Background: an optimization exercise with open tools, aiming at small area and a short achievable clock period. Do not read the settings as production practice. Only simulation tests tie the RTL to the original design; equivalence was not proved. No activity file was given, so power comes from the tool's default toggle rates.

==> design/flow/design.v <==
package apb_diag_pkg;
   localparam logic [11:0] OFF_CTRL   = 12'h000;
   localparam logic [11:0] OFF_STATUS = 12'h004;
   localparam logic [11:0] OFF_DROP   = 12'h008;
   localparam logic [11:0] OFF_POP    = 12'h00C;
   localparam int CTRL_EN      = 0;
   localparam int CTRL_CLR     = 1;
   localparam int CTRL_OVWR    = 2;
   localparam int CTRL_THR_LSB = 8;
   localparam int CTRL_THR_W   = 8;
   localparam int STAT_EMPTY = 16;
   localparam int STAT_FULL  = 17;
   typedef enum logic {
      IDLE = 1'b0,
      WAIT = 1'b1
   } state_e;
endpackage
module diag_buf_ram #(
   parameter int DEPTH = 64,
   parameter int AW    = $clog2(DEPTH)
) (
   input  logic             clk_i,
   input  logic             we_i,
   input  logic [AW-1:0]    waddr_i,
   input  logic [31:0]      wdata_i,
   input  logic [DEPTH-1:0] rsel_i,
   output logic [31:0]      rdata_lo_o,
   output logic [31:0]      rdata_hi_o
);
   logic [31:0] mem_q [DEPTH];
   for (genvar i = 0; i < DEPTH; i++) begin : g_row
      always_ff @(posedge clk_i) begin
         if (we_i && (waddr_i == AW'(i))) begin
            mem_q[i] <= wdata_i;
         end
      end
   end
   always_comb begin
      rdata_lo_o = '0;
      rdata_hi_o = '0;
      for (int i = 0; i < DEPTH / 2; i++) begin
         rdata_lo_o = rdata_lo_o | ({32{rsel_i[i]}} & mem_q[i]);
         rdata_hi_o = rdata_hi_o | ({32{rsel_i[i + DEPTH / 2]}} & mem_q[i + DEPTH / 2]);
      end
   end
endmodule
import apb_diag_pkg::*;
module apb_diag_buffer #(
   parameter int DEPTH = 64,
   parameter int CNT_W = $clog2(DEPTH) + 1
) (
   input  logic        pclk,
   input  logic        preset_n,
   input  logic [11:0] paddr,
   input  logic        psel,
   input  logic        penable,
   input  logic        pwrite,
   input  logic [31:0] pwdata,
   input  logic [3:0]  pstrb,
   output logic        pready,
   output logic [31:0] prdata,
   output logic        pslverr,
   input  logic        evt_valid,
   input  logic [31:0] evt_data,
   output logic        irq
);
   localparam int AW = $clog2(DEPTH);
   logic [AW-1:0]    wr_ptr_q, wr_ptr_d;
   logic [DEPTH-1:0] rsel_q, rsel_d;     
   logic [CNT_W-1:0] count_q, count_d;
   logic [15:0]      drop_q, drop_d;
   logic             en_q, en_d;
   logic             ovwr_q, ovwr_d;
   logic [7:0]       thresh_q, thresh_d;
   logic             irq_q, irq_d;
   logic             popw_q;           
   logic             wrc_q;            
   logic             rdy_q, rdy_d;
   logic             err_q, err_d;
   logic [31:0]      rdata_d, rdhi_d;
   logic [31:0]      rdlo_n_q, rdhi_n_q;
   logic        access, wr_ctrl, clr;
   logic        full, do_pop;
   logic        push, grow, ovr, drop;
   logic        ram_we;
   logic [CNT_W-1:0] cnt_inc, cnt_dec;
   logic [15:0]      drop_inc;
   logic [31:0] ram_rdata_lo, ram_rdata_hi;
   logic [CNT_W-1:0] cnt_s;
   logic [15:0]      drop_s;
   logic             grow_s, drop_inc_s, empty_s, full_s;
   logic             a_ctrl, a_stat, a_drop, a_pop;
   logic [31:0]      regmux;
   assign access  = psel && penable;
   assign wr_ctrl = wrc_q;
   assign clr     = wr_ctrl && pstrb[0] && pwdata[CTRL_CLR];
   assign full    = count_q[CNT_W-1];
   assign do_pop  = popw_q;
   assign cnt_inc  = count_q + CNT_W'(1);
   assign cnt_dec  = count_q - CNT_W'(1);
   assign drop_inc = (drop_q == 16'hFFFF) ? drop_q : drop_q + 16'd1;
   assign push = en_q && evt_valid && !clr;
   assign grow = push && (!full || do_pop);
   assign ovr  = push && full && !do_pop && ovwr_q;
   assign drop = push && full && !do_pop;
   always_comb begin
      en_d     = en_q;
      ovwr_d   = ovwr_q;
      thresh_d = thresh_q;
      if (wr_ctrl) begin
         if (pstrb[0]) begin
            en_d   = pwdata[CTRL_EN];
            ovwr_d = pwdata[CTRL_OVWR];
         end
         if (pstrb[1]) begin
            thresh_d = pwdata[CTRL_THR_LSB +: CTRL_THR_W];
         end
      end
      wr_ptr_d = wr_ptr_q + AW'(grow || ovr);
      rsel_d = rsel_q;
      if (do_pop || ovr) begin
         rsel_d = {rsel_q[DEPTH-2:0], rsel_q[DEPTH-1]};
      end
      if (do_pop) begin
         count_d = grow ? count_q : cnt_dec;
      end else begin
         count_d = grow ? cnt_inc : count_q;
      end
      drop_d = drop ? drop_inc : drop_q;
      if (clr) begin
         wr_ptr_d = '0;
         rsel_d   = DEPTH'(1);
         count_d  = '0;
         drop_d   = '0;
      end
   end
   assign ram_we = !full || (en_q && evt_valid && (ovwr_q || do_pop));
   assign grow_s     = en_q && evt_valid && !full;
   assign drop_inc_s = en_q && evt_valid && full;
   assign cnt_s      = grow_s ? cnt_inc : count_q;
   assign drop_s     = drop_inc_s ? drop_inc : drop_q;
   assign empty_s    = (count_q == '0) && !grow_s;
   assign full_s     = cnt_s[CNT_W-1];
   assign a_ctrl = (paddr == OFF_CTRL);
   assign a_stat = (paddr == OFF_STATUS);
   assign a_drop = (paddr == OFF_DROP);
   assign a_pop  = (paddr == OFF_POP);
   always_comb begin
      regmux = '0;
      if (a_ctrl) begin
         regmux[CTRL_EN]                    = en_q;
         regmux[CTRL_OVWR]                  = ovwr_q;
         regmux[CTRL_THR_LSB +: CTRL_THR_W] = thresh_q;
      end
      if (a_stat) begin
         regmux[CNT_W-1:0]  = cnt_s;
         regmux[STAT_EMPTY] = empty_s;
         regmux[STAT_FULL]  = full_s;
      end
      if (a_drop) begin
         regmux[15:0] = drop_s;
      end
   end
   always_comb begin
      if (penable) begin
         rdata_d = ram_rdata_lo;
         rdhi_d  = ram_rdata_hi;
         rdy_d   = 1'b1;
         err_d   = 1'b0;
      end else begin
         rdata_d = regmux;
         rdhi_d  = '0;
         rdy_d   = !(psel && !pwrite && a_pop && !empty_s);
         if (pwrite) begin
            err_d = !a_ctrl;
         end else begin
            err_d = !(a_ctrl || a_stat || a_drop || a_pop) || (a_pop && empty_s);
         end
      end
   end
   assign irq_d = en_q && (thresh_q != 8'd0) && (32'(count_q) >= 32'(thresh_q));
   always_ff @(posedge pclk or negedge preset_n) begin
      if (!preset_n) begin
         wr_ptr_q <= '0;
         rsel_q   <= DEPTH'(1);
         count_q  <= '0;
         drop_q   <= '0;
         en_q     <= 1'b0;
         ovwr_q   <= 1'b0;
         thresh_q <= '0;
         irq_q    <= 1'b0;
         popw_q   <= 1'b0;
         wrc_q    <= 1'b0;
      end else begin
         wr_ptr_q <= wr_ptr_d;
         rsel_q   <= rsel_d;
         count_q  <= count_d;
         drop_q   <= drop_d;
         en_q     <= en_d;
         ovwr_q   <= ovwr_d;
         thresh_q <= thresh_d;
         irq_q    <= irq_d;
         popw_q   <= access && !rdy_q;
         wrc_q    <= psel && !penable && pwrite && (paddr == OFF_CTRL);
      end
   end
   always_ff @(posedge pclk) begin
      rdy_q   <= rdy_d;
      err_q   <= err_d;
      rdlo_n_q <= ~rdata_d;
      rdhi_n_q <= ~rdhi_d;
   end
   diag_buf_ram #(
      .DEPTH (DEPTH),
      .AW    (AW)
   ) u_ram (
      .clk_i   (pclk),
      .we_i    (ram_we),
      .waddr_i (wr_ptr_q),
      .wdata_i (evt_data),
      .rsel_i  (rsel_q),
      .rdata_lo_o (ram_rdata_lo),
      .rdata_hi_o (ram_rdata_hi)
   );
   assign pready  = rdy_q;
   assign prdata  = ~(rdlo_n_q & rdhi_n_q);
   assign pslverr = err_q;
   assign irq     = irq_q;
endmodule
==> design/flow/flow/run.sh <==
#!/bin/bash
# Layout flow: the standard flow (standard synthesis unchanged), with the
# port buffers inserted as buf_4 instead of the placer's default delay buffer.
set -euo pipefail
bash standard.sh "BUFFER_PORTS_ARGS=-buffer_cell sky130_fd_sc_hd__buf_4" finish > flow_make.log 2>&1
==> design/flow/standard.sh <==
#!/bin/bash
# synth_recipe.tcl (not shown) runs the flow's synth.tcl, then flattens the netlist and writes it again
# the make line also repeats each setting of config.mk as NAME=value (left out here)
make -C /OpenROAD-flow-scripts/flow DESIGN_CONFIG=/design/flow/config.mk WORK_HOME=/design/flow/orfs CLKGATE_MAP_FILE= SYNTH_SCRIPT=/design/flow/synth_recipe.tcl "${@:-finish}"
==> design/flow/config.mk <==
export PLATFORM = sky130hd
export DESIGN_NAME = apb_diag_buffer
export DESIGN_NICKNAME = apb_diag_buffer
export VERILOG_FILES = /design/flow/design.v
export SDC_FILE = /design/flow/constraint.sdc
export NUM_CORES = 4
export LEC_CHECK = 0
export CAP_MARGIN = 20
export CORE_MARGIN = 2
export CORE_UTILIZATION = 60
export CTS_CLUSTER_DIAMETER = 100
export CTS_CLUSTER_SIZE = 30
export PLACE_DENSITY = 0.7
export SETUP_SLACK_MARGIN = 2.85
export SLEW_MARGIN = 20
==> design/flow/constraint.sdc <==
create_clock -name core_clock -period 5.0 [get_ports {pclk}]
set_input_delay 1.0000 -clock core_clock [delete_from_list [all_inputs] [get_ports {pclk}]]
set_output_delay 1.0000 -clock core_clock [all_outputs]
set_load 0.01 [all_outputs]
==> summary.txt, run 1 <==
TNS Setup 0 ns; cts hold-fix bufs 0; number of synthesized register bits 2220; WL met2 125.1 mm; final WL 299.1 mm; FF-to-FF path depth 7; post-synthesis sequential area ratio 0.8189; CTS buffer count 84; placer's final routability congestion estimate 0.8634; Die H 369.0 µm; DP HPWL 143.9 mm; Synth Area per Inst 17.81 µm²; fmax 398.3 MHz; worst-path maximum fanout 1; Pint 23.67 mW; placed inst area 83960 µm²; share of cells above drive strength 1 0.2183; Post-synth ARST share 0.04775; Leak 29.73 nW; post-placement cell count 6214; Root Driver clkbuf_16; CP max-delay cell dfxtp_4; max_cap viols 0; Final Instance Area 93530 µm²; status finished clean; NumNets Final 4997; I/O Buffers 97; Crit Path Category reg2out; syn_nets 4589; GRT Util Overall 0.4066; Worst VDD drop 364.8 µV; Post-synth EDFFs 2048; Initial Util 0.6066; reg-to-reg critical path startpoint rsel_q[15]; Vias 52600; Die Footprint 136200 µm²; hold slack 0.2840 ns; GR Overflow Total 0; # fillers 7762; Critical Path Source rdlo_n_q[14]; Max Used Layer met5; 1st-pass router iterations 9; wl on met1 94.83 mm; Finished Layout Cells 6733; CTS tree built; Crit path largest cell delay 0.51 ns; antenna viol nets, final 0; WL/cell 44.42 µm; Synth Cell Area 79950 µm²; fin crit share 0.5021; power per cell area 316.1 nW/µm²; Clock power frac 0.298; Cell variety after synth 62; crit-path cells nand2_4 > buf_6; die width 369.0 µm; RSZ-0062 raised after global routing yes; largest net degree at the start of global routing 65; Worst Hold Class in2async; Final Critical Period 2.511 ns; Fin. Hold Viols 0; Comb pwr share 0.016; switching pwr 5.887 mW; Clock Latency Late Sink 0.77 ns; row count 133; Switching Fraction 0.1991; met3 WL 59.05 mm; core area 131800 µm²; synth-to-layout area growth 16.98%; Final Slew Violations 0; crit start category flip-flop; clock sink total 2220; slew at the pin with the worst max-slew slack 0.9034 ns; maximum buffer depth of the clock tree 3; Final setup viols 0; via count of the first global-routing pass 46730; H-tree depth 3; IO Pins 121; crit path DAT 1.51 ns; CP Capture Type output pin; DRC 0; Pwr Total 29.56 mW; Yosys warnings 3; Reg-to-Reg End rdlo_n_q[13]; routed vias/inst 7.812; Synth Flop Type edfxtp_1; first-pass GRT wire length 376.1 mm; clock skew 0.05322 ns; Slew HR 0.3977; R2R setup slack 2.63 ns; DRT iter0 DRCs 11980; Seq pwr share 0.686; initial antenna violation count 23; CP Capture Point prdata[14]; CP Data Required Time 4.00 ns; CTS clock-pin slew for the worst setup and hold paths 0.12 ns; post-synthesis cell count 4490
[per-layer routing]
metal  vias up  track usage
met1     26140       0.5706
li1      19350            -
met2      5917       0.5825
met5         -            0
met3      1157       0.1319
met4        32       0.1931
[per-stage QoR]
stage	utilization	worst slack, ns
floorplan	-	2.217
global placement	0.6370	1.316
detailed placement	0.6370	1.266
CTS	0.6856	2.523
global route	0.7094	2.521
finish	0.7096	2.489
[cells by family after synthesis]
group / count (synthesis) / synth area share
buffers and inverters: 323 / 0.01540
flip-flops: 2220 / 0.8189
AND/OR/NAND/NOR: 681 / 0.04232
adder cells (fa/ha/maj): 13 / 0.002035
multiplexers: 19 / 0.002551
XOR/XNOR: 20 / 0.002191
AO/OA/AOI/OAI: 1214 / 0.1166
[registers in the layout (all words and copies together), names as in the netlist, 6 cells and up]
signal and flops:
count_q 7, drop_q 16, rdhi_n_q 32, rdlo_n_q 32, rsel_q 64, thresh_q 8
u_ram.mem_q 2048, wr_ptr_q 6
[cell usage after synthesis (all sizes together), types with 47 or more instances]
cell type / n / area share
nor2: 92 / 0.0043
nand4: 147 / 0.012
o21ai: 93 / 0.0058
a22oi: 711 / 0.067
dfrtp: 105 / 0.033
a22o: 143 / 0.016
clkbuf: 271 / 0.013
dfxtp: 66 / 0.017
nand2: 214 / 0.010
edfxtp: 2048 / 0.77
o41ai: 47 / 0.0052
nand3: 139 / 0.0087
a221oi: 141 / 0.015
[what timing repair did]
action,4_1_cts,5_1_grt
pin swaps,68,73
setup endpoints to repair,2142,1479
setup buffers,204,83
gates resized for setup,436,191
cloned,8,58
[power groups by stage]
stage                     sequential, mW  clock, mW  combinational, mW
after floorplan                     20.7          0             0.0542
after detailed placement            20.7          0              0.423
after global routing                20.3       9.29              0.489
after global placement              20.7          0              0.407
final                               20.3       8.80              0.470
after CTS                           20.3       8.69              0.442
[worst max-delay path, delay by kind of cell (launching register included)]
| family | cells | cell delay, ns |
|---|---|---|
| and+or+nand+nor | 1 | 0.11 |
| buffers and inverters | 1 | 0.14 |
| DFF | 1 | 0.51 |
[final cells by class]
type / instances / area, µm² / share of cell area
sequential: 2220 / 65840 / 0.7040
tap: 1755 / 2196 / 0.02348
multi-input combinational: 1950 / 14860 / 0.1588
timing repair buffer: 632 / 8099 / 0.08660
antenna: 12 / 30.03 / 0.0003211
inverter: 10 / 37.54 / 0.0004013
clock inverter: 8 / 87.58 / 0.0009365
clock buffer: 146 / 2377 / 0.02542
[cell usage in the layout, fill, tap and decap left out, types with 82 or more instances in the layout]
cell	count
nand4_1	146
buf_12	114
a221oi_1	129
buf_6	82
nand3_1	129
edfxtp_1	2048
buf_4	337
clkbuf_16	131
nand2_1	168
a22oi_1	711
a22o_1	143
[worst min-delay path by stage]
stage                        start  slack, ns    endpoint
after floorplan              rdy_q       0.45      popw_q
after global placement       rdy_q       0.48      popw_q
after detailed placement     rdy_q       0.49      popw_q
after CTS                 preset_n       0.30  rsel_q[13]
after global routing      preset_n       0.34  rsel_q[13]
final                     preset_n       0.28  rsel_q[13]
==> run 2: changes to the inputs <==
--- a/design/flow/design.v
+++ b/design/flow/design.v
@@ -21,7 +21,8 @@
 ) (
    input  logic             clk_i,
    input  logic             we_i,
-   input  logic [AW-1:0]    waddr_i,
+   input  logic [7:0]       wlo_i,      
+   input  logic [7:0]       whi_i,      
    input  logic [31:0]      wdata_i,
    input  logic [DEPTH-1:0] rsel_i,
    output logic [31:0]      rdata_lo_o,
@@ -30,7 +31,7 @@
    logic [31:0] mem_q [DEPTH];
    for (genvar i = 0; i < DEPTH; i++) begin : g_row
       always_ff @(posedge clk_i) begin
-         if (we_i && (waddr_i == AW'(i))) begin
+         if (we_i && wlo_i[i % 8] && whi_i[i / 8]) begin
             mem_q[i] <= wdata_i;
          end
       end
@@ -65,7 +66,10 @@
    output logic        irq
 );
    localparam int AW = $clog2(DEPTH);
-   logic [AW-1:0]    wr_ptr_q, wr_ptr_d;
+   logic [7:0]       wlo_q, wlo_d;       
+   logic [7:0]       whi_q, whi_d;       
+   logic             acc_q, acc_d;       
+   logic             popw_d;
    logic [DEPTH-1:0] rsel_q, rsel_d;     
    logic [CNT_W-1:0] count_q, count_d;
    logic [15:0]      drop_q, drop_d;
@@ -116,7 +120,14 @@
             thresh_d = pwdata[CTRL_THR_LSB +: CTRL_THR_W];
          end
       end
-      wr_ptr_d = wr_ptr_q + AW'(grow || ovr);
+      wlo_d = wlo_q;
+      whi_d = whi_q;
+      if (grow || ovr) begin
+         wlo_d = {wlo_q[6:0], wlo_q[7]};
+         if (wlo_q[7]) begin
+            whi_d = {whi_q[6:0], whi_q[7]};
+         end
+      end
       rsel_d = rsel_q;
       if (do_pop || ovr) begin
          rsel_d = {rsel_q[DEPTH-2:0], rsel_q[DEPTH-1]};
@@ -128,13 +139,16 @@
       end
       drop_d = drop ? drop_inc : drop_q;
       if (clr) begin
-         wr_ptr_d = '0;
+         wlo_d    = 8'd1;
+         whi_d    = 8'd1;
          rsel_d   = DEPTH'(1);
          count_d  = '0;
          drop_d   = '0;
       end
    end
-   assign ram_we = !full || (en_q && evt_valid && (ovwr_q || do_pop));
+   assign ram_we = !full || (evt_valid && acc_q);
+   assign popw_d = access && !rdy_q;
+   assign acc_d  = en_d && (ovwr_d || popw_d);
    assign grow_s     = en_q && evt_valid && !full;
    assign drop_inc_s = en_q && evt_valid && full;
    assign cnt_s      = grow_s ? cnt_inc : count_q;
@@ -181,7 +195,9 @@
    assign irq_d = en_q && (thresh_q != 8'd0) && (32'(count_q) >= 32'(thresh_q));
    always_ff @(posedge pclk or negedge preset_n) begin
       if (!preset_n) begin
-         wr_ptr_q <= '0;
+         wlo_q    <= 8'd1;
+         whi_q    <= 8'd1;
+         acc_q    <= 1'b0;
          rsel_q   <= DEPTH'(1);
          count_q  <= '0;
          drop_q   <= '0;
@@ -192,7 +208,9 @@
          popw_q   <= 1'b0;
          wrc_q    <= 1'b0;
       end else begin
-         wr_ptr_q <= wr_ptr_d;
+         wlo_q    <= wlo_d;
+         whi_q    <= whi_d;
+         acc_q    <= acc_d;
          rsel_q   <= rsel_d;
          count_q  <= count_d;
          drop_q   <= drop_d;
@@ -200,7 +218,7 @@
          ovwr_q   <= ovwr_d;
          thresh_q <= thresh_d;
          irq_q    <= irq_d;
-         popw_q   <= access && !rdy_q;
+         popw_q   <= popw_d;
          wrc_q    <= psel && !penable && pwrite && (paddr == OFF_CTRL);
       end
    end
@@ -216,7 +234,8 @@
    ) u_ram (
       .clk_i   (pclk),
       .we_i    (ram_we),
-      .waddr_i (wr_ptr_q),
+      .wlo_i   (wlo_q),
+      .whi_i   (whi_q),
       .wdata_i (evt_data),
       .rsel_i  (rsel_q),
       .rdata_lo_o (ram_rdata_lo),
--- a/design/flow/config.mk
+++ b/design/flow/config.mk
@@ -11,5 +11,5 @@
 export CTS_CLUSTER_DIAMETER = 100
 export CTS_CLUSTER_SIZE = 30
 export PLACE_DENSITY = 0.7
-export SETUP_SLACK_MARGIN = 2.85
+export SETUP_SLACK_MARGIN = 2.7
 export SLEW_MARGIN = 20
==> run 2 against run 1 <==
  * Power hardly changed
  * Die area is 0.54% higher
  * First-iteration DRC count is 18% lower
  * Still clean on timing, DRC and antenna
  * Critical path depth is 2 higher
  * Count of clock-buffer cells in the layout is 8 higher
  * Highest routed layer unchanged
  * Sequential power hardly changed
  * Setup slack better by 0.087 ns
  * Hold slack better by 0.049 ns
  * Global-route usage is 2.4 points lower
==> summary.txt, run 2 <==
syn_nets 4595 (+0.13%); slew at the pin with the worst max-slew slack 1.004 ns (+0.1010 ns); Clock Latency Late Sink 0.73 ns (-0.04 ns); Synth Flop Type edfxtp_1; Die Footprint 136900 µm² (+0.54%); post-synthesis sequential area ratio 0.8180 (-0.0009804); hold slack 0.3329 ns (+0.04890 ns); worst-path maximum fanout 21 (+20); Pwr Total 29.58 mW (about the same); post-synthesis cell count 4498 (+0.18%); DRC 0 (unchanged); Synth Area per Inst 17.87 µm² (+0.37%); largest registers u_ram.mem_q x2048, rsel_q x64; IO Pins 121 (unchanged); commonest non-fill, non-tap cell in the layout edfxtp_1; TNS Setup 0 ns (unchanged); maximum buffer depth of the clock tree 3 (unchanged); Crit path largest cell delay 0.60 ns (+0.09 ns); CP Data Required Time 5.41 ns (+1.41 ns); # fillers 8807 (+13%); Leak 27.60 nW (-7.1%); via count of the first global-routing pass 45700 (-2.2%); clock skew 0.02788 ns (-0.02534 ns); Worst VDD drop 312.9 µV (-14%); most frequent cells in the layout edfxtp_1 (2048), a22oi_1 (678), buf_4 (265); CP max-delay cell and2_4; R2R setup slack 2.58 ns (-0.05 ns); share of cells above drive strength 1 0.1549 (-0.06338); initial antenna violation count 12 (-48%); Reg with most FFs u_ram.mem_q; row count 134 (+0.75%); crit path DAT 2.83 ns (+1.32 ns); final core occ 0.6617 (-0.04792); Yosys warnings 3 (unchanged); Clock power frac 0.298 (about the same); Yosys top cell by area edfxtp_1; Final Slew Violations 0 (unchanged); CP Capture Type flip-flop; WL/cell 40.95 µm (-7.8%); placer's final routability congestion estimate 0.9248 (+7.1%); GRT met1 Usage 0.5400 (-0.03055); Post-synth ARST share 0.05244 (+0.004695); Seq pwr share 0.688 (+0.002); reg-to-reg critical path startpoint count_q[6]; core area 133300 µm² (+1.1%); Synth Cell Area 80390 µm² (+0.54%); Vias 49050 (-6.7%); number of synthesized register bits 2231 (+0.50%); top cell type's share of synthesized area 0.7650 (-0.004167); largest net degree at the start of global routing 129 (+98%); Crit Path Category reg2reg; NumNets Final 4733 (-5.3%); Initial Util 0.6031 (-0.003532); final worst setup slack 2.576 ns (+0.08701 ns); Switching Fraction 0.1950 (-0.004181); GR Overflow Total 0 (unchanged); routed vias/inst 7.572 (-3.1%); multi-input logic area 14220 µm² (-4.3%); DP HPWL 140.8 mm (-2.1%); die width 370.0 µm (+0.27%); Worst Hold Class in2async; Seq. cell area 66070 µm² (+0.34%); WP buf/inv 1 (unchanged); Area contributors post-synth edfxtp_1 (77%), a22oi_1 (6.3%), dfrtp_1 (3.5%); final WL 265.3 mm (-11%); crit start category flip-flop; switching pwr 5.768 mW (-2.0%); met2 Use GR 0.5679 (-0.01458); fmax 412.6 MHz (+3.6%); antenna viol nets, final 0 (unchanged); GRT Util Overall 0.3831 (-0.02355); clock sink total 2231 (+0.50%); CP delay by family, top simple AND/OR/NAND/NOR gates; H-tree depth 3 (unchanged); Reg-to-Reg End u_ram.mem_q[52][24]; gr busiest metal met2; Root Driver clkbuf_16; met3 Use GR 0.09625 (-0.03568); 1st-pass router iterations 6 (-3); crit-path cells a21boi_4 > nor2_2 > and2_4 > buf_4; Comb pwr share 0.015 (about the same); most frequent cell after synthesis edfxtp_1; CTS tree built; Synth top cells by count edfxtp_1 (2048), a22oi_1 (678), clkbuf_1 (262); max_cap viols 0 (unchanged); Final setup viols 0 (unchanged); Die H 370.0 µm (+0.27%); RSZ-0062 raised after global routing yes; DRT iter0 DRCs 9794 (-18%); CTS clock-pin slew for the worst setup and hold paths 0.11 ns (about the same); FF-to-FF path depth 4 (-3); Pint 23.82 mW (+0.60%); Cell variety after synth 70 (+13%); synth-to-layout area growth 9.720%; Slew HR 0.3303 (-0.06736); first-pass GRT wire length 360.5 mm (-4.2%); I/O Buffers 97 (unchanged); CTS buffer count 84 (unchanged); max reg flops 2048 (unchanged); Post-synth EDFFs 2048 (unchanged); Final Critical Period 2.424 ns (-0.08701 ns); Fin. Hold Viols 0 (unchanged); fin crit share 0.4847 (-0.01740); Place WS 1.320 ns (+0.05401 ns); power per cell area 335.4 nW/µm² (+6.1%); status finished clean
[run 2: cell count changes in the layout (fill, tap and decap cells not counted), moves of 42 or more]
cell,change
buf_4,-72
buf_12,-102
and2_4,+55
clkbuf_16,-42
nor2_4,-61
[run 2: layer usage]
layer,routed length (µm),part of all wire
met2,116400,0.44
met1,90380,0.34
met4,16150,0.061
met3,42230,0.16
met5,91,0.00034
[run 2: worst max-delay path by stage]
| stage | startpoint | to | slack, ns | cells after the start |
|---|---|---|---|---|
| after floorplan | paddr[1] | rdlo_n_q[14] | 2.47 | 5 |
| after CTS | rdhi_n_q[13] | prdata[13] | 2.53 | 2 |
| after global routing | count_q[6] | u_ram.mem_q[52][24] | 2.60 | 4 |
| after global placement | evt_valid | u_ram.mem_q[54][24] | 1.35 | 5 |
| final | count_q[6] | u_ram.mem_q[52][24] | 2.58 | 4 |
| after detailed placement | evt_valid | u_ram.mem_q[54][25] | 1.32 | 5 |
[run 2: kinds of logic (layout without fill, tap and decap cells)]
| logic type | after synthesis | in the layout | share of synthesized area |
|---|---|---|---|
| xor gates and xnor gates | 15 | 15 | 0.001634 |
| AOI/OAI and AO/OA | 1233 | 1233 | 0.1177 |
| DFF | 2231 | 2231 | 0.8180 |
| muxes | 16 | 16 | 0.002148 |
| other | 0 | 4 | 0 |
| buffers and inverters | 328 | 526 | 0.01570 |
| and+or+nand+nor | 664 | 674 | 0.04316 |
| adders and majority gates | 11 | 11 | 0.001712 |
[run 2: power by group through the flow]
| stage | clock (mW) | combinational, mW | sequential, mW |
|---|---|---|---|
| 6_report | 8.81 | 0.430 | 20.3 |
| 5_1_grt | 9.37 | 0.459 | 20.3 |
| 2_1_floorplan | 0 | 0.0481 | 20.8 |
| 4_1_cts | 8.79 | 0.421 | 20.3 |
| 3_3_place_gp | 0 | 0.390 | 20.8 |
| 3_5_place_dp | 0 | 0.408 | 20.8 |
[run 2: metrics by stage]
stage / instances / area (µm²)
global route: 6477 / 88200
CTS: 6435 / 87600
finish: 6478 / 88200
detailed placement: 6213 / 83550
global placement: 6213 / 83550
floorplan: 4498 / 80470
[run 2: area by class of cell]
cell class                 count  share of cell area
clock buffer                 154             0.02802
sequential                  2231              0.7490
tap                         1768             0.02508
clock inverter                 2           0.0002553
timing repair buffer         351             0.03547
antenna                        4           0.0001135
inverter                      19           0.0008086
multi-input combinational   1949              0.1612
[run 2: worst reg2reg max path, delay by kind of cell (launching register included)]
kind                   cells  cell delay, ns
AND/OR/NAND/NOR            2            0.99
flip-flops                 1            0.48
buffers and inverters      1            0.38
AO/OA/AOI/OAI              1            0.25
[run 2: what timing repair did]
item	CTS	global route
buffers inserted	57	38
pin swaps	41	14
resized for setup	304	59
endpoints found under the setup margin	2191	558
cloned	9	1
hold buffers	0	0
==> run 3: changes to the inputs <==
--- a/design/flow/config.mk
+++ b/design/flow/config.mk
@@ -9,7 +9,7 @@
 export CORE_MARGIN = 2
 export CORE_UTILIZATION = 60
 export CTS_CLUSTER_DIAMETER = 100
-export CTS_CLUSTER_SIZE = 30
+export CTS_CLUSTER_SIZE = 24
 export PLACE_DENSITY = 0.7
 export SETUP_SLACK_MARGIN = 2.7
 export SLEW_MARGIN = 20
==> run 3 against run 2 <==
  * Final cell count is 0.19% higher
  * Synthesized cell count unchanged
  * Sequential cell count is the same
  * Wire length increased by 0.68%
  * Setup slack improved by 0.020 ns
  * First-iteration DRC count is 0.91% lower
  * Largest cell class unchanged
  * Largest power group unchanged
==> summary.txt, run 3 <==
TNS Setup 0 ns (unchanged); Fin. Hold Viols 0 (unchanged); Synth top cells by count edfxtp_1 (2048), a22oi_1 (678), clkbuf_1 (262); Clock power frac 0.316 (+0.018); Die Footprint 136900 µm² (unchanged); status finished clean; cts hold-fix bufs 0 (unchanged); clock sink total 2231 (unchanged); Post-synth ARST share 0.05244 (unchanged); I/O Buffers 97 (unchanged); Pint 24.39 mW (+2.4%); reg-to-reg critical path startpoint count_q[6]; final worst setup slack 2.596 ns (+0.01973 ns); top cell type's share of synthesized area 0.7650 (unchanged); syn_nets 4595 (unchanged); most frequent cells in the layout edfxtp_1 (2048), a22oi_1 (678), buf_4 (253); Initial Util 0.6031 (unchanged); # fillers 8796 (-0.12%); synth-to-layout area growth 10.06%; final WL 267.1 mm (+0.68%); Yosys warnings 3 (unchanged); max_cap viols 0 (unchanged); IO Pins 121 (unchanged); GR Overflow Total 0 (unchanged); DP HPWL 140.8 mm (unchanged); DRC 0 (unchanged); antenna viol nets, final 0 (unchanged); Crit path largest cell delay 0.45 ns (-0.15 ns); post-synthesis sequential area ratio 0.8180 (unchanged); Area contributors post-synth edfxtp_1 (77%), a22oi_1 (6.3%), dfrtp_1 (3.5%); Reg with most FFs u_ram.mem_q; placer's final routability congestion estimate 0.9248 (unchanged); R2R setup slack 2.63 ns (+0.05 ns); Switching Fraction 0.1967 (+0.001741); WP buf/inv 1 (unchanged); Die H 370.0 µm (unchanged); Final Instance Area 88470 µm² (+0.31%); Root Driver clkbuf_16; row count 134 (unchanged); switching pwr 5.972 mW (+3.5%); Seq pwr share 0.670 (-0.018); crit-path cells nand2_4 > buf_6; CP Capture Type output pin; Place WS 1.320 ns (unchanged); CP Data Required Time 4.00 ns (-1.41 ns); Synth Area per Inst 17.87 µm² (unchanged); initial antenna violation count 9 (-3); DRT iter0 DRCs 9705 (-0.91%); RSZ-0062 raised after global routing yes; commonest non-fill, non-tap cell in the layout edfxtp_1; CP delay by family, top flip-flops; core area 133300 µm² (unchanged); Reg-to-Reg End u_ram.mem_q[11][24]; Final Slew Violations 0 (unchanged); Final Critical Period 2.404 ns (-0.01973 ns); largest net degree at the start of global routing 129 (unchanged); Final setup viols 0 (unchanged); fmax 416.0 MHz (+0.82%); H-tree depth 3 (unchanged); routed vias/inst 7.548 (-0.32%); fin crit share 0.4808 (-0.003946); Vias 48990 (-0.13%); power per cell area 343.2 nW/µm² (+2.3%); die width 370.0 µm (unchanged); WL/cell 41.15 µm (+0.49%); share of cells above drive strength 1 0.1552 (+0.0002748); Yosys top cell by area edfxtp_1; Worst VDD drop 369.6 µV (+18%); NumNets Final 4734 (+0.021%); clock skew 0.01906 ns (-0.008818 ns); largest registers u_ram.mem_q x2048, rsel_q x64; crit path DAT 1.40 ns (-1.43 ns); final core occ 0.6637 (+0.002037); first-pass GRT wire length 362.1 mm (+0.45%); Cell variety after synth 70 (unchanged); Synth Flop Type edfxtp_1; maximum buffer depth of the clock tree 3 (unchanged); crit start category flip-flop; Crit Path Category reg2out; CTS tree built; GRT Util Overall 0.3858 (+0.002721); Worst Hold Class in2async; Comb pwr share 0.014 (about the same); 1st-pass router iterations 9 (+3); Post-synth EDFFs 2048 (unchanged); max reg flops 2048 (unchanged); post-synthesis cell count 4498 (unchanged); via count of the first global-routing pass 45970 (+0.59%); slew at the pin with the worst max-slew slack 1.034 ns (+0.02987 ns); most frequent cell after synthesis edfxtp_1; CTS buffer count 103 (+23%); placed inst area 83550 µm² (unchanged); CTS clock-pin slew for the worst setup and hold paths 0.10 ns (about the same); Clock Latency Late Sink 0.76 ns (+0.03 ns); Leak 27.71 nW (+0.37%); worst-path maximum fanout 1 (-95%); number of synthesized register bits 2231 (unchanged); CP max-delay cell dfxtp_4; Synth Cell Area 80390 µm² (unchanged); FF-to-FF path depth 3 (-1); Slew HR 0.3104 (-0.01991)
-- run 3: changes by cell type in the layout (fill, tap and decap cells not counted), moves of 2 or more --
cell and delta:
and2_2 +8, and2_4 -6, buf_12 -2, buf_4 -12
buf_8 -5, clkbuf_1 +12, clkbuf_16 +16, dfxtp_1 -4
dfxtp_2 +6, dfxtp_4 -2, inv_8 -2, nor2_2 -2
nor2_4 +2
-- run 3: cells by family after synthesis --
group	after synthesis	share of synthesized area
DFF	2231	0.8180
AOI/OAI and AO/OA	1233	0.1177
and+or+nand+nor	664	0.04316
buffers and inverters	328	0.01570
muxes	16	0.002148
xor gates and xnor gates	15	0.001634
adders and majority gates	11	0.001712
-- run 3: worst max-delay path by stage --
stage | slack (ns) | start | end | depth (start not counted)
after global routing | 2.60 | rdlo_n_q[6] | prdata[6] | 2
after CTS | 2.51 | rdhi_n_q[13] | prdata[13] | 2
after global placement | 1.35 | evt_valid | u_ram.mem_q[54][24] | 5
after detailed placement | 1.32 | evt_valid | u_ram.mem_q[54][25] | 5
after floorplan | 2.47 | paddr[1] | rdlo_n_q[14] | 5
final | 2.60 | rdlo_n_q[14] | prdata[14] | 2
-- run 3: worst reg2reg max path: stages, from the launching register on --
cell and delay [ns]:
dfrtp_2 0.43, a21boi_4 0.23, nor2_4 0.45, and2_4 0.85
-- run 3: area by class of cell --
class	instances	area, µm²	area share
Clock inverter	3	28.78	0.0003253
Tap cell	1768	2212	0.02500
Antenna cell	5	12.51	0.0001414
Sequential cell	2231	66060	0.7467
Inverter	19	71.32	0.0008061
Multi-Input combinational cell	1951	14260	0.1611
Timing Repair Buffer	331	2912	0.03291
Clock buffer	182	2917	0.03297
-- run 3: timing repair --
item | CTS | global route
buffers inserted | 44 | 31
resized for setup | 289 | 60
gates cloned | 12 | 0
endpoints found under the setup margin | 2192 | 238
pin swaps | 34 | 21
-- run 3: layer usage --
metal | GRT usage | vias up | routed length (µm)
met3 | 0.1024 | 858 | 41670
met4 | 0.2013 | 6 | 16770
met5 | 0 | - | 69
li1 | - | 18820 | -
met1 | 0.5383 | 24800 | 91760
met2 | 0.5656 | 4507 | 116800
-- run 3: stage by stage --
| step | total power [mW] | hold slack (ns) | cells |
|---|---|---|---|
| floorplan | 20.81 | 0.4652 | 4498 |
| global placement | 21.16 | 0.4262 | 6213 |
| detailed placement | 21.18 | 0.4281 | 6213 |
| CTS | 30.32 | 0.3097 | 6454 |
| global route | 30.96 | 0.3503 | 6487 |
| finish | 30.36 | 0.2944 | 6490 |
-- run 3: power groups by stage --
stage	combinational, mW	sequential, mW	clock (mW)
floorplan	0.0481	20.8	0
global placement	0.390	20.8	0
detailed placement	0.408	20.8	0
CTS	0.421	20.3	9.56
global route	0.459	20.3	10.2
finish	0.432	20.3	9.59
==> run 4: changes to the inputs <==
==> design/flow/flow/run.sh (replaced) <==
#!/bin/bash
# Layout flow: the standard flow (standard synthesis unchanged), with the
# port buffers inserted as buf_4 instead of the placer's default delay buffer,
# and clock tree synthesis without dummy loads.
set -euo pipefail
bash standard.sh "BUFFER_PORTS_ARGS=-buffer_cell sky130_fd_sc_hd__buf_4" \
   "CTS_ARGS=-sink_clustering_enable -repair_clock_nets -sink_clustering_size 24 -sink_clustering_max_diameter 100 -dont_use_dummy_load" \
   finish > flow_make.log 2>&1
==> run 4 against run 3 <==
  * Sequential power hardly changed
  * Via count is 0.76% higher
  * Setup slack worse by 0.0052 ns
  * Sequential share of layout area hardly changed
  * Global-route usage is 0.084 points lower
  * Largest power group unchanged
  * First-iteration DRC count is 1.4% lower
  * Combinational power hardly changed
  * Highest routed layer unchanged
==> summary.txt, run 4 <==
max reg flops 2048 (unchanged); final WL 268.9 mm (+0.69%); Yosys warnings 3 (unchanged); max_cap viols 0 (unchanged); GR Overflow Total 0 (unchanged); Initial Util 0.6031 (unchanged); TNS Setup 0 ns (unchanged); most frequent cells in the layout edfxtp_1 (2048), a22oi_1 (678), buf_4 (268); Cell variety after synth 70 (unchanged); power per cell area 337.8 nW/µm² (-1.6%); Synth Cell Area 80390 µm² (unchanged); largest registers u_ram.mem_q x2048, rsel_q x64; NumNets Final 4766 (+0.68%); Worst Hold Class in2async; H-tree depth 3 (unchanged); CTS buffer count 103 (unchanged); Synth Area per Inst 17.87 µm² (unchanged); placer's final routability congestion estimate 0.9248 (unchanged); clock skew 0.04437 ns (+0.02531 ns); worst-path maximum fanout 1 (unchanged); Root Driver clkbuf_16; GRT Util Overall 0.3849 (-0.0008356); top cell type's share of synthesized area 0.7650 (unchanged); cts hold-fix bufs 0 (unchanged); fin crit share 0.4818 (+0.001040); Post-synth EDFFs 2048 (unchanged); slew at the pin with the worst max-slew slack 1.040 ns (+0.005734 ns); DP HPWL 140.8 mm (unchanged); RSZ-0062 raised after global routing yes; die width 370.0 µm (unchanged); core area 133300 µm² (unchanged); Final Slew Violations 0 (unchanged); Crit Path Category reg2out; Synth Flop Type edfxtp_1; antenna viol nets, final 0 (unchanged); fmax 415.1 MHz (-0.22%); Clock Latency Late Sink 0.77 ns (about the same); Yosys top cell by area edfxtp_1; Area contributors post-synth edfxtp_1 (77%), a22oi_1 (6.3%), dfrtp_1 (3.5%); Pwr Total 29.87 mW (-1.6%); largest net degree at the start of global routing 129 (unchanged); Leak 27.76 nW (+0.19%); Worst VDD drop 327.1 µV (-12%); Vias 49360 (+0.76%); crit start category flip-flop; number of synthesized register bits 2231 (unchanged); I/O Buffers 97 (unchanged); post-synthesis sequential area ratio 0.8180 (unchanged); Die H 370.0 µm (unchanged); via count of the first global-routing pass 45880 (-0.19%); Slew HR 0.3066 (-0.003823); # fillers 8770 (-0.30%); first-pass GRT wire length 361.7 mm (-0.12%); CP Capture Type output pin; Fin. Hold Viols 0 (unchanged); hold slack 0.2780 ns (-0.01638 ns); WL/cell 41.76 µm (+1.5%); status finished clean; Post-synth ARST share 0.05244 (unchanged); synth-to-layout area growth 10.01% (about the same); most frequent cell after synthesis edfxtp_1; CTS tree built; Die Footprint 136900 µm² (unchanged); maximum buffer depth of the clock tree 3 (unchanged); Final Critical Period 2.409 ns (+0.005200 ns); CTS clock-pin slew for the worst setup and hold paths 0.10 ns (about the same); share of cells above drive strength 1 0.1616 (+0.006377); Synth top cells by count edfxtp_1 (2048), a22oi_1 (678), clkbuf_1 (262); Final setup viols 0 (unchanged); IO Pins 121 (unchanged); clock sink total 2231 (unchanged); CP Data Required Time 4.00 ns (about the same); DRC 0 (unchanged); initial antenna violation count 9 (unchanged); commonest non-fill, non-tap cell in the layout edfxtp_1; row count 134 (unchanged); routed vias/inst 7.666 (+1.6%); DRT iter0 DRCs 9571 (-1.4%); crit path DAT 1.41 ns (about the same); Reg with most FFs u_ram.mem_q; syn_nets 4595 (unchanged); final core occ 0.6635 (about the same); post-synthesis cell count 4498 (unchanged); 1st-pass router iterations 9 (unchanged)
-- run 4: cell types whose count changed in the layout (fill, tap and decap cells not counted), moves of 2 or more --
cell,delta
buf_8,+2
buf_4,+15
clkbuf_1,-77
and2_4,+6
clkbuf_16,-2
buf_12,+5
buf_6,+5
dfxtp_2,-7
dfxtp_1,+6
-- run 4: logic make-up (layout without fill, tap and decap cells) --
kind of cell / after synthesis / in the layout / share of synthesized area
AOI/OAI and AO/OA: 1233 / 1233 / 0.1177
other: 0 / 4 / 0
adders and majority gates: 11 / 11 / 0.001712
muxes: 16 / 16 / 0.002148
xor gates and xnor gates: 15 / 15 / 0.001634
buffers and inverters: 328 / 479 / 0.01570
DFF: 2231 / 2231 / 0.8180
and+or+nand+nor: 664 / 682 / 0.04316
-- run 4: critical path, cell delays in order (launching register included) --
cell     delay, ns
dfxtp_4       0.44
nand2_2       0.08
buf_6         0.12
-- run 4: cell type report --
class	count	area, µm²	area share
Sequential cell	2231	66060	0.7470
Multi-Input combinational cell	1957	14310	0.1618
Timing Repair Buffer	357	3197	0.03615
Clock buffer	103	2577	0.02915
Tap cell	1768	2212	0.02501
Inverter	19	71.32	0.0008065
Antenna cell	4	10.01	0.0001132
-- run 4: per-layer routing --
layer	global-route usage	part of all wire	up-vias
met5	0	0.00034	-
met4	0.1896	0.060	8
met3	0.1029	0.16	855
met2	0.5673	0.44	4683
met1	0.5387	0.34	25010
li1	-	-	18810
-- run 4: timing repair --
action / in CTS / in global routing
resized for setup: 298 / 67
endpoints found under the hold margin: 0 / 0
endpoints found under the setup margin: 2189 / 530
cloned: 11 / 7
pin swaps: 41 / 22
setup buffers: 58 / 43
-- run 4: power by group --
group	switching, mW	internal (mW)	leakage [nW]
combinational	0.357	0.0775	6.10
clock	5.43	3.67	1.27
sequential	0.0204	20.3	20.4
-- run 4: final timing paths --
check                           cells past startpoint  slack [ns]         start             endpoint
worst max register to register                      4        2.60    count_q[6]  u_ram.mem_q[45][22]
worst min register to register                      1        0.43         rdy_q               popw_q
worst max-delay path                                2        2.59  rdhi_n_q[10]           prdata[10]
worst min-delay path                                1        0.28      preset_n          thresh_q[1]
max in group asynchronous                           2        3.61      preset_n           rsel_q[43]
min in group core_clock                             1        0.43         rdy_q               popw_q
-- run 4: metrics by stage --
stage          cell area [µm²]  std cells  setup slack [ns]
2_1_floorplan            80470       4498             2.471
3_3_place_gp             83550       6213             1.352
3_5_place_dp             83550       6213             1.320
4_1_cts                  87690       6385             2.498
5_1_grt                  88430       6436             2.590
6_report                 88430       6439             2.591
==> run 5: changes to the inputs <==
--- a/design/flow/design.v
+++ b/design/flow/design.v
@@ -25,8 +25,8 @@
    input  logic [7:0]       whi_i,      
    input  logic [31:0]      wdata_i,
    input  logic [DEPTH-1:0] rsel_i,
-   output logic [31:0]      rdata_lo_o,
-   output logic [31:0]      rdata_hi_o
+   output logic [31:0]      rdata_lo_n_o,
+   output logic [31:0]      rdata_hi_n_o
 );
    logic [31:0] mem_q [DEPTH];
    for (genvar i = 0; i < DEPTH; i++) begin : g_row
@@ -36,14 +36,87 @@
          end
       end
    end
-   always_comb begin
-      rdata_lo_o = '0;
-      rdata_hi_o = '0;
-      for (int i = 0; i < DEPTH / 2; i++) begin
-         rdata_lo_o = rdata_lo_o | ({32{rsel_i[i]}} & mem_q[i]);
-         rdata_hi_o = rdata_hi_o | ({32{rsel_i[i + DEPTH / 2]}} & mem_q[i + DEPTH / 2]);
-      end
-   end
+   for (genvar b = 0; b < 32; b++) begin : g_bit
+      diag_sel32_n u_lo (
+         .sel_i (rsel_i[31:0]),
+         .d_i   ({mem_q[31][b], mem_q[30][b], mem_q[29][b], mem_q[28][b],
+                  mem_q[27][b], mem_q[26][b], mem_q[25][b], mem_q[24][b],
+                  mem_q[23][b], mem_q[22][b], mem_q[21][b], mem_q[20][b],
+                  mem_q[19][b], mem_q[18][b], mem_q[17][b], mem_q[16][b],
+                  mem_q[15][b], mem_q[14][b], mem_q[13][b], mem_q[12][b],
+                  mem_q[11][b], mem_q[10][b], mem_q[9][b],  mem_q[8][b],
+                  mem_q[7][b],  mem_q[6][b],  mem_q[5][b],  mem_q[4][b],
+                  mem_q[3][b],  mem_q[2][b],  mem_q[1][b],  mem_q[0][b]}),
+         .y_n_o (rdata_lo_n_o[b])
+      );
+      diag_sel32_n u_hi (
+         .sel_i (rsel_i[63:32]),
+         .d_i   ({mem_q[63][b], mem_q[62][b], mem_q[61][b], mem_q[60][b],
+                  mem_q[59][b], mem_q[58][b], mem_q[57][b], mem_q[56][b],
+                  mem_q[55][b], mem_q[54][b], mem_q[53][b], mem_q[52][b],
+                  mem_q[51][b], mem_q[50][b], mem_q[49][b], mem_q[48][b],
+                  mem_q[47][b], mem_q[46][b], mem_q[45][b], mem_q[44][b],
+                  mem_q[43][b], mem_q[42][b], mem_q[41][b], mem_q[40][b],
+                  mem_q[39][b], mem_q[38][b], mem_q[37][b], mem_q[36][b],
+                  mem_q[35][b], mem_q[34][b], mem_q[33][b], mem_q[32][b]}),
+         .y_n_o (rdata_hi_n_o[b])
+      );
+   end
+endmodule
+module diag_sel32_n (
+   input  logic [31:0] sel_i,
+   input  logic [31:0] d_i,
+   output logic        y_n_o
+);
+   logic [10:0] t_n;    
+   logic [2:0]  u;      
+   for (genvar k = 0; k < 10; k++) begin : g_aoi
+      diag_aoi222 u_aoi (
+         .a1 (sel_i[3*k]),   .a2 (d_i[3*k]),
+         .b1 (sel_i[3*k+1]), .b2 (d_i[3*k+1]),
+         .c1 (sel_i[3*k+2]), .c2 (d_i[3*k+2]),
+         .y  (t_n[k])
+      );
+   end
+   diag_aoi22 u_aoi_last (
+      .a1 (sel_i[30]), .a2 (d_i[30]),
+      .b1 (sel_i[31]), .b2 (d_i[31]),
+      .y  (t_n[10])
+   );
+   diag_nand4 u_n0 (.a (t_n[0]), .b (t_n[1]), .c (t_n[2]),  .d (t_n[3]), .y (u[0]));
+   diag_nand4 u_n1 (.a (t_n[4]), .b (t_n[5]), .c (t_n[6]),  .d (t_n[7]), .y (u[1]));
+   diag_nand3 u_n2 (.a (t_n[8]), .b (t_n[9]), .c (t_n[10]), .y (u[2]));
+   diag_nor3  u_o  (.a (u[0]),   .b (u[1]),   .c (u[2]),   .y (y_n_o));
+endmodule
+module diag_aoi222 (
+   input  logic a1, a2, b1, b2, c1, c2,
+   output logic y
+);
+   assign y = ~((a1 & a2) | (b1 & b2) | (c1 & c2));
+endmodule
+module diag_aoi22 (
+   input  logic a1, a2, b1, b2,
+   output logic y
+);
+   assign y = ~((a1 & a2) | (b1 & b2));
+endmodule
+module diag_nand4 (
+   input  logic a, b, c, d,
+   output logic y
+);
+   assign y = ~(a & b & c & d);
+endmodule
+module diag_nand3 (
+   input  logic a, b, c,
+   output logic y
+);
+   assign y = ~(a & b & c);
+endmodule
+module diag_nor3 (
+   input  logic a, b, c,
+   output logic y
+);
+   assign y = ~(a | b | c);
 endmodule
 import apb_diag_pkg::*;
 module apb_diag_buffer #(
@@ -89,7 +162,7 @@
    logic        ram_we;
    logic [CNT_W-1:0] cnt_inc, cnt_dec;
    logic [15:0]      drop_inc;
-   logic [31:0] ram_rdata_lo, ram_rdata_hi;
+   logic [31:0] ram_rdata_lo_n, ram_rdata_hi_n;
    logic [CNT_W-1:0] cnt_s;
    logic [15:0]      drop_s;
    logic             grow_s, drop_inc_s, empty_s, full_s;
@@ -177,13 +250,13 @@
    end
    always_comb begin
       if (penable) begin
-         rdata_d = ram_rdata_lo;
-         rdhi_d  = ram_rdata_hi;
+         rdata_d = ram_rdata_lo_n;
+         rdhi_d  = ram_rdata_hi_n;
          rdy_d   = 1'b1;
          err_d   = 1'b0;
       end else begin
-         rdata_d = regmux;
-         rdhi_d  = '0;
+         rdata_d = ~regmux;
+         rdhi_d  = '1;
          rdy_d   = !(psel && !pwrite && a_pop && !empty_s);
          if (pwrite) begin
             err_d = !a_ctrl;
@@ -225,8 +298,8 @@
    always_ff @(posedge pclk) begin
       rdy_q   <= rdy_d;
       err_q   <= err_d;
-      rdlo_n_q <= ~rdata_d;
-      rdhi_n_q <= ~rdhi_d;
+      rdlo_n_q <= rdata_d;
+      rdhi_n_q <= rdhi_d;
    end
    diag_buf_ram #(
       .DEPTH (DEPTH),
@@ -238,8 +311,8 @@
       .whi_i   (whi_q),
       .wdata_i (evt_data),
       .rsel_i  (rsel_q),
-      .rdata_lo_o (ram_rdata_lo),
-      .rdata_hi_o (ram_rdata_hi)
+      .rdata_lo_n_o (ram_rdata_lo_n),
+      .rdata_hi_n_o (ram_rdata_hi_n)
    );
    assign pready  = rdy_q;
    assign prdata  = ~(rdlo_n_q & rdhi_n_q);
==> design/flow/flow/run.sh (replaced) <==
#!/bin/bash
# Layout flow: the standard flow (standard synthesis unchanged), with the
# port buffers inserted as buf_4 instead of the placer's default delay buffer.
set -euo pipefail
bash standard.sh "BUFFER_PORTS_ARGS=-buffer_cell sky130_fd_sc_hd__buf_4" finish > flow_make.log 2>&1
--- a/design/flow/config.mk
+++ b/design/flow/config.mk
@@ -13,3 +13,4 @@
 export PLACE_DENSITY = 0.7
 export SETUP_SLACK_MARGIN = 2.7
 export SLEW_MARGIN = 20
+export SYNTH_HIERARCHICAL = 1
==> run 5 against run 4 <==
  * Synthesized cell count decreased by 13%
  * Register-to-register slack got worse by 0.27 ns
  * Highest routed layer unchanged
  * Design area decreased by 1.2%
  * Critical path type is now reg2reg
  * Utilization increased by 0.37 points
  * Sequential share of layout area increased by 0.76 points
==> summary.txt, run 5 <==
most frequent cell after synthesis edfxtp_1; Worst VDD drop 506.8 µV (+55%); Pwr Total 30.33 mW (+1.5%); crit start category flip-flop; first-pass GRT wire length 293.6 mm (-19%); GR Overflow Total 0 (unchanged); crit-path most repeated cell a222oi_1; DRC 0 (unchanged); CP Capture Type flip-flop; Clock Latency Late Sink 0.77 ns (about the same); GRT Util Overall 0.3052 (-0.07974); largest net degree at the start of global routing 95 (-26%); clock sink total 2231 (unchanged); Synth top cells by count edfxtp_1 (2048), a222oi_1 (641), nand2_1 (201); post-synthesis cell count 3927 (-13%); H-tree depth 3 (unchanged); cts hold-fix bufs 0 (unchanged); worst-path maximum fanout 5 (+4); Final Critical Period 2.674 ns (+0.2646 ns); Post-synth ARST share 0.05244 (unchanged); top cell type's share of synthesized area 0.7798 (+0.01480); Yosys top cell by area edfxtp_1; DP HPWL 112.3 mm (-20%); antenna viol nets, final 0 (unchanged); Final Instance Area 87370 µm² (-1.2%); post-synthesis sequential area ratio 0.8338 (+0.01582); Synth Area per Inst 20.08 µm² (+12%); Synth Flop Type edfxtp_1; fin crit share 0.5347 (+0.05292); CP max-delay cell nand4_1; commonest non-fill, non-tap cell in the layout edfxtp_1; Leak 27.13 nW (-2.3%); Vias 44630 (-9.6%); WP buf/inv 2 (+1); max reg flops 2048 (unchanged); clock skew 0.04497 ns (+0.0005933 ns); RSZ-0062 raised after global routing yes; die width 366.5 µm (-0.94%); CP Data Required Time 5.67 ns (+1.67 ns); Finished Layout Cells 6096 (-5.3%); CP delay by family, top simple AND/OR/NAND/NOR gates; fmax 374.0 MHz (-9.9%); Die Footprint 134400 µm² (-1.9%); syn_nets 4024 (-12%); Fin. Hold Viols 0 (unchanged); WL/cell 35.63 µm (-15%); row count 133 (-0.75%); IO Pins 121 (unchanged); Synth Cell Area 78860 µm² (-1.9%); Crit Path Category reg2reg; routed vias/inst 7.321 (-4.5%); largest registers u_ram.mem_q x2048, rsel_q x64; slew at the pin with the worst max-slew slack 1.334 ns (+0.2939 ns); crit-path cells buf_12 > a222oi_1 > nand4_1 > nor3_4 > inv_1 > a222oi_1; Root Driver clkbuf_16; 1st-pass router iterations 9 (unchanged); Worst Hold Class in2async; most frequent cells in the layout edfxtp_1 (2048), a222oi_1 (641), buf_4 (177); Slew HR 0.1107 (-0.1959); placed inst area 82280 µm² (-1.5%); CTS buffer count 103 (unchanged); post-placement cell count 5801 (-6.6%); Yosys warnings 9 (+6); synth-to-layout area growth 10.79%; CTS clock-pin slew for the worst setup and hold paths 0.10 ns (about the same); hold slack 0.3022 ns (+0.02415 ns); power per cell area 347.1 nW/µm² (+2.7%); placer's final routability congestion estimate 0.8458 (-8.5%); Final Slew Violations 0 (unchanged); TNS Setup 0 ns (unchanged); crit path DAT 3.34 ns (+1.93 ns); CTS tree built; Crit path largest cell delay 0.58 ns (+0.14 ns); Final setup viols 0 (unchanged); maximum buffer depth of the clock tree 3 (unchanged); Post-synth EDFFs 2048 (unchanged); NumNets Final 4351 (-8.7%); via count of the first global-routing pass 40860 (-11%); Area contributors post-synth edfxtp_1 (78%), a222oi_1 (8.1%), dfrtp_1 (3.6%); final WL 217.2 mm (-19%); core area 131000 µm² (-1.7%); DRT iter0 DRCs 9565 (-0.063%); status finished clean; number of synthesized register bits 2231 (unchanged); I/O Buffers 97 (unchanged); Die H 366.5 µm (-0.94%); initial antenna violation count 5 (-4); max_cap viols 0 (unchanged); Cell variety after synth 70 (unchanged); Initial Util 0.6022 (-0.0009349); Reg with most FFs u_ram.mem_q; share of cells above drive strength 1 0.1758 (+0.01426)
-- run 5: cell count changes in the layout (fill, tap and decap cells not counted), sizes merged, moves of 49 or more --
cell and change:
a22oi -614, nand2b +49, a22o -155, nor3 +71, buf -109, a222oi +623
clkbuf +77, a221oi -152, and2 -82, and3 +98
-- run 5: where the power goes --
part	total (mW)	switching (mW)	internal, mW
clock network	9.56	5.49	4.07
registers	20.3	0.00974	20.3
logic	0.425	0.375	0.0505
-- run 5: area by class of cell --
| type | count | area (µm²) |
|---|---|---|
| sequential | 2231 | 65940 |
| fill | 8500 | 43590 |
| multi-input combinational | 1648 | 13800 |
| clock buffer | 179 | 2927 |
| timing repair buffer | 251 | 2335 |
| tap | 1755 | 2196 |
| clock inverter | 6 | 86.33 |
| inverter | 19 | 71.32 |
| antenna | 7 | 17.52 |
-- run 5: cells by family (layout without fill, tap and decap cells) --
kind of cell    Yosys count  count (layout)  synth area share
compound gates          852             852            0.1027
xor+xnor                 22              22          0.002443
fa+ha+maj                11              11          0.001745
buf+inv                  81             455          0.004696
flops                  2231            2231            0.8338
mux                      26              26          0.003506
other cells               0               7                 0
simple gates            704             737           0.05110
-- run 5: what timing repair did --
item / 4_1_cts / 5_1_grt
buffers inserted: 51 / 17
resized for setup: 271 / 80
setup endpoints to repair: 2184 / 1232
gates cloned: 6 / 29
endpoints found under the hold margin: 0 / 0
pin swaps: 98 / 92
-- run 5: final timing paths --
check                      startpoint            to  slack (ns)  cells past startpoint
min in group core_clock          psel         rdy_q        0.43                      2
hold / removal               preset_n    count_q[2]        0.30                      1
setup / recovery           rsel_q[18]  rdlo_n_q[15]        2.33                      6
hold reg to reg                 rdy_q        popw_q        0.46                      1
max in group asynchronous    preset_n    rsel_q[23]        3.52                      2
setup reg to reg           rsel_q[18]  rdlo_n_q[15]        2.33                      6
-- run 5: stage by stage --
step                setup WS, ns    util
finish                     2.326  0.6671
global route               2.344  0.6670
global placement           1.438  0.6282
CTS                        2.547  0.6618
detailed placement         1.405  0.6282
floorplan                  2.710       -
-- run 5: routing by layer --
metal	GRT usage	up-vias	wire, µm	share of wire
li1	-	18150	-	-
met1	0.4471	22880	79990	0.37
met2	0.4677	3245	99560	0.46
met3	0.07673	345	31260	0.14
met4	0.07471	4	6341	0.029
met5	0	-	23	0.00011
-- run 5: Yosys stat by module (local to each module, per instance), excerpt --
module | copies in the design | cell area [µm²] | cells
diag_nor3 | 64 | 10.01 | 1
apb_diag_buffer | 1 | 7950 | 849
diag_nand4 | 128 | 6.256 | 1
diag_nand3 | 64 | 5.005 | 1
diag_aoi222 | 640 | 10.01 | 1
diag_aoi22 | 64 | 12.51 | 1
==> run 6: changes to the inputs <==
==> design/flow/flow/run.sh (replaced) <==
#!/bin/bash
# Layout flow: the standard flow (standard synthesis unchanged), with the
# port buffers inserted as buf_4 instead of the placer's default delay buffer,
# and clock tree synthesis without dummy loads.
set -euo pipefail
bash standard.sh "BUFFER_PORTS_ARGS=-buffer_cell sky130_fd_sc_hd__buf_4" \
   "CTS_ARGS=-sink_clustering_enable -repair_clock_nets -sink_clustering_size 24 -sink_clustering_max_diameter 100 -dont_use_dummy_load" \
   finish > flow_make.log 2>&1
==> run 6 against run 5 <==
  * Clock power decreased by 6.4%
  * Synthesized cell count did not move
  * Global-route usage up 0.55 points
  * Critical endpoint is now u_ram.mem_q[36][10]
  * Combinational power about the same
  * Hold slack improved by 0.017 ns
  * Highest routed layer is now met4
  * Still clean
  * Sequential cell count unchanged
  * Final cell count down 1.3%
  * Die area unchanged
==> summary.txt, run 6 <==
status finished clean; number of synthesized register bits 2231 (unchanged); fmax 385.5 MHz (+3.1%); Clock Latency Late Sink 0.77 ns (about the same); most frequent cells in the layout edfxtp_1 (2048), a222oi_1 (641), buf_4 (177); WP buf/inv 0 (-2); row count 133 (unchanged); Reg with most FFs u_ram.mem_q; largest registers u_ram.mem_q x2048, rsel_q x64; post-synthesis sequential area ratio 0.8338 (unchanged); core area 131000 µm² (unchanged); post-synthesis cell count 3927 (unchanged); WL/cell 36.05 µm (+1.2%); Synth top cells by count edfxtp_1 (2048), a222oi_1 (641), nand2_1 (201); FF-to-FF path depth 1 (-5); Crit Path Category reg2reg; NumNets Final 4357 (+0.14%); final WL 216.8 mm (-0.18%); Synth Area per Inst 20.08 µm² (unchanged); clock sink total 2231 (unchanged); crit path DAT 2.95 ns (-0.39 ns); antenna viol nets, final 0 (unchanged); final core occ 0.6646 (-0.002532); Crit path largest cell delay 1.31 ns (+0.73 ns); routed vias/inst 7.419 (+1.3%); Final Critical Period 2.594 ns (-0.07951 ns); commonest non-fill, non-tap cell in the layout edfxtp_1; TNS Setup 0 ns (unchanged); Yosys top cell by area edfxtp_1; crit start category flip-flop; CP Data Required Time 5.35 ns (-0.32 ns); # fillers 8477 (-0.27%); max reg flops 2048 (unchanged); GRT Util Overall 0.3107 (+0.005481); most frequent cell after synthesis edfxtp_1; Post-synth EDFFs 2048 (unchanged); Cell variety after synth 70 (unchanged); crit-path cells and3_4; Area contributors post-synth edfxtp_1 (78%), a222oi_1 (8.1%), dfrtp_1 (3.6%); Reg-to-Reg End u_ram.mem_q[36][10]; Pwr Total 29.72 mW (-2.0%); DP HPWL 112.3 mm (unchanged); post-placement cell count 5801 (unchanged); clock skew 0.07948 ns (+0.03451 ns); Critical Path Source wlo_q[4]; Slew HR 0.04313 (-0.06758); syn_nets 4024 (unchanged); largest family of logic cells by synthesized area compound AO/OA/AOI/OAI gates; H-tree depth 3 (unchanged); CP delay by family, top flip-flops; DRT iter0 DRCs 9605 (+0.42%); Die H 366.5 µm (unchanged); Final setup viols 0 (unchanged); Vias 44620 (-0.022%); Synth Area in Compound Gates 0.1027 (unchanged); DRC 0 (unchanged); max_cap viols 0 (unchanged); top cell type's share of synthesized area 0.7798 (unchanged); GR Overflow Total 0 (unchanged); placed inst area 82280 µm² (unchanged); share of cells above drive strength 1 0.1771 (+0.001259); Finished Layout Cells 6014 (-1.3%); Initial Util 0.6022 (unchanged); I/O Buffers 97 (unchanged); CTS clock-pin slew for the worst setup and hold paths 0.09 ns (about the same); Fin. Hold Viols 0 (unchanged); die width 366.5 µm (unchanged); worst-path maximum fanout 32 (+27); RSZ-0062 raised after global routing yes; Final Slew Violations 0 (unchanged); Die Footprint 134400 µm² (unchanged); largest net degree at the start of global routing 95 (unchanged); Worst VDD drop 413.2 µV (-18%); Synth Cell Area 78860 µm² (unchanged); Worst Hold Class in2async; initial antenna violation count 3 (-2); placer's final routability congestion estimate 0.8458 (unchanged); Yosys warnings 9 (unchanged); maximum buffer depth of the clock tree 3 (unchanged); synth-to-layout area growth 10.37%; first-pass GRT wire length 297.4 mm (+1.3%); Post-synth ARST share 0.05244 (unchanged); reg-to-reg critical path startpoint wlo_q[4]; Synth Flop Type edfxtp_1; CTS tree built; CP max-delay cell dfrtp_1; CP Capture Type flip-flop; IO Pins 121 (unchanged); fin crit share 0.5188 (-0.01590); R2R setup slack 2.41 ns (+0.08 ns); via count of the first global-routing pass 40820 (-0.095%); post-synthesis adder-cell area fraction 0.001745 (unchanged); mux cell area share after synthesis 0.003506 (unchanged); Post-Synth XOR/XNOR Area 0.002443 (unchanged); slew at the pin with the worst max-slew slack 1.435 ns (+0.1014 ns); Final Instance Area 87040 µm² (-0.38%); Root Driver clkbuf_16; CTS buffer count 103 (unchanged); Leak 26.99 nW (-0.52%); power per cell area 341.4 nW/µm² (-1.6%); Synth Area in Simple Gates 0.05110 (unchanged); 1st-pass router iterations 10 (+1)
## run 6: cell counts after synthesis
No cell type changed its count.
## run 6: how the worst max path moves through the flow
stage / to / depth (start not counted) / slack, ns
final: u_ram.mem_q[36][10] / 1 / 2.41
after global routing: rdlo_n_q[14] / 6 / 2.39
after CTS: u_ram.mem_q[45][11] / 3 / 2.55
after detailed placement: u_ram.mem_q[62][8] / 5 / 1.40
after global placement: u_ram.mem_q[63][8] / 5 / 1.44
after floorplan: rdlo_n_q[1] / 6 / 2.71
## run 6: modules after synthesis (local to each module, per instance), a selection
module / cells / cell area, µm² / times used
diag_nand4: 1 / 6.256 / 128
diag_nand3: 1 / 5.005 / 64
apb_diag_buffer: 849 / 7950 / 1
diag_aoi222: 1 / 10.01 / 640
diag_aoi22: 1 / 12.51 / 64
diag_nor3: 1 / 10.01 / 64
## run 6: layer usage
metal  part of all wire  track usage  vias up
li1                   -            -    18080
met1               0.36       0.4510    22900
met2               0.46       0.4736     3321
met3               0.15      0.08396      313
met4              0.026      0.08120        0
met5                  0            0        -
## run 6: kinds of logic after synthesis
group | Yosys count
AO/OA/AOI/OAI | 852
XOR/XNOR | 22
adder cells (fa/ha/maj) | 11
buffers and inverters | 81
flip-flops | 2231
multiplexers | 26
AND/OR/NAND/NOR | 704
## run 6: what timing repair did
item                       4_1_cts  5_1_grt
buffers inserted                50       20
gates resized for setup        294       66
setup endpoints to repair     2188     1281
gates cloned                    22       16
hold buffers                     0        0
pin swaps                      100       90
## run 6: layout make-up
| class | count | area, µm² | share of cell area |
|---|---|---|---|
| diodes | 1 | 2.502 | 0.00002875 |
| clock buffers | 103 | 2577 | 0.02961 |
| inverters | 19 | 71.32 | 0.0008194 |
| multi-input cells | 1651 | 13870 | 0.1593 |
| flip-flops and latches | 2231 | 65930 | 0.7575 |
| well taps | 1755 | 2196 | 0.02523 |
| repair buffers | 254 | 2394 | 0.02750 |
## run 6: report_power, final
part	total, mW	switching [mW]	internal (mW)
Clock	8.95	5.28	3.67
Combinational	0.426	0.376	0.0506
Sequential	20.3	0.00971	20.3
## run 6: through the flow
step	hold slack [ns]	setup slack [ns]
2_1_floorplan	0.4530	2.710
4_1_cts	0.3118	2.553
3_5_place_dp	0.4425	1.405
3_3_place_gp	0.4373	1.438
5_1_grt	0.3524	2.393
6_report	0.3191	2.406

static timing again, ports no longer ideal:
Ports are ideal in the flow. The routed layouts listed here were re-timed in OpenROAD. Step 1 (the two cells are an assumption about what drives the block):
set clk [get_ports {pclk}]
set_driving_cell -lib_cell sky130_fd_sc_hd__clkbuf_16 $clk
set_driving_cell -lib_cell sky130_fd_sc_hd__buf_2 [delete_from_list [all_inputs] $clk]
Step 2, shift: input delay + t, output delay - t, t = (earliest + latest rising clock arrival at the registers) / 2. This alone moves slack from input paths to output paths. Three values: ideal, step 1, step 2; two values: the first two.
run | t, ns | slack for setup (ns) | worst hold slack (ns) | latest minus earliest clock arrival (ns) | worst slew at a driven data input, ns
run 1 | 0.819 | 2.489 / 2.414 / 1.892 | 0.284 / 0.238 / 0.518 | 0.059 / 0.059 | 0.27
run 2 | 0.788 | 2.576 / 2.557 / 1.956 | 0.333 / 0.328 / 0.434 | 0.029 / 0.029 | 0.25
run 3 | 0.836 | 2.596 / 2.514 / 1.929 | 0.294 / 0.281 / 0.430 | 0.027 / 0.026 | 0.26
run 4 | 0.825 | 2.591 / 2.514 / 1.932 | 0.278 / 0.270 / 0.427 | 0.051 / 0.051 | 0.27
run 5 | 0.826 | 2.326 / 2.326 / 1.967 | 0.302 / 0.264 / 0.458 | 0.051 / 0.050 | 0.05
run 6 | 0.810 | 2.406 / 2.406 / 2.021 | 0.319 / 0.278 / 0.434 | 0.083 / 0.083 | 0.05
After both steps every run listed still meets setup and hold. For run 3, which loses most, drivers alone change the setup slack by -0.082 ns; drivers and shift together by -0.667 ns.
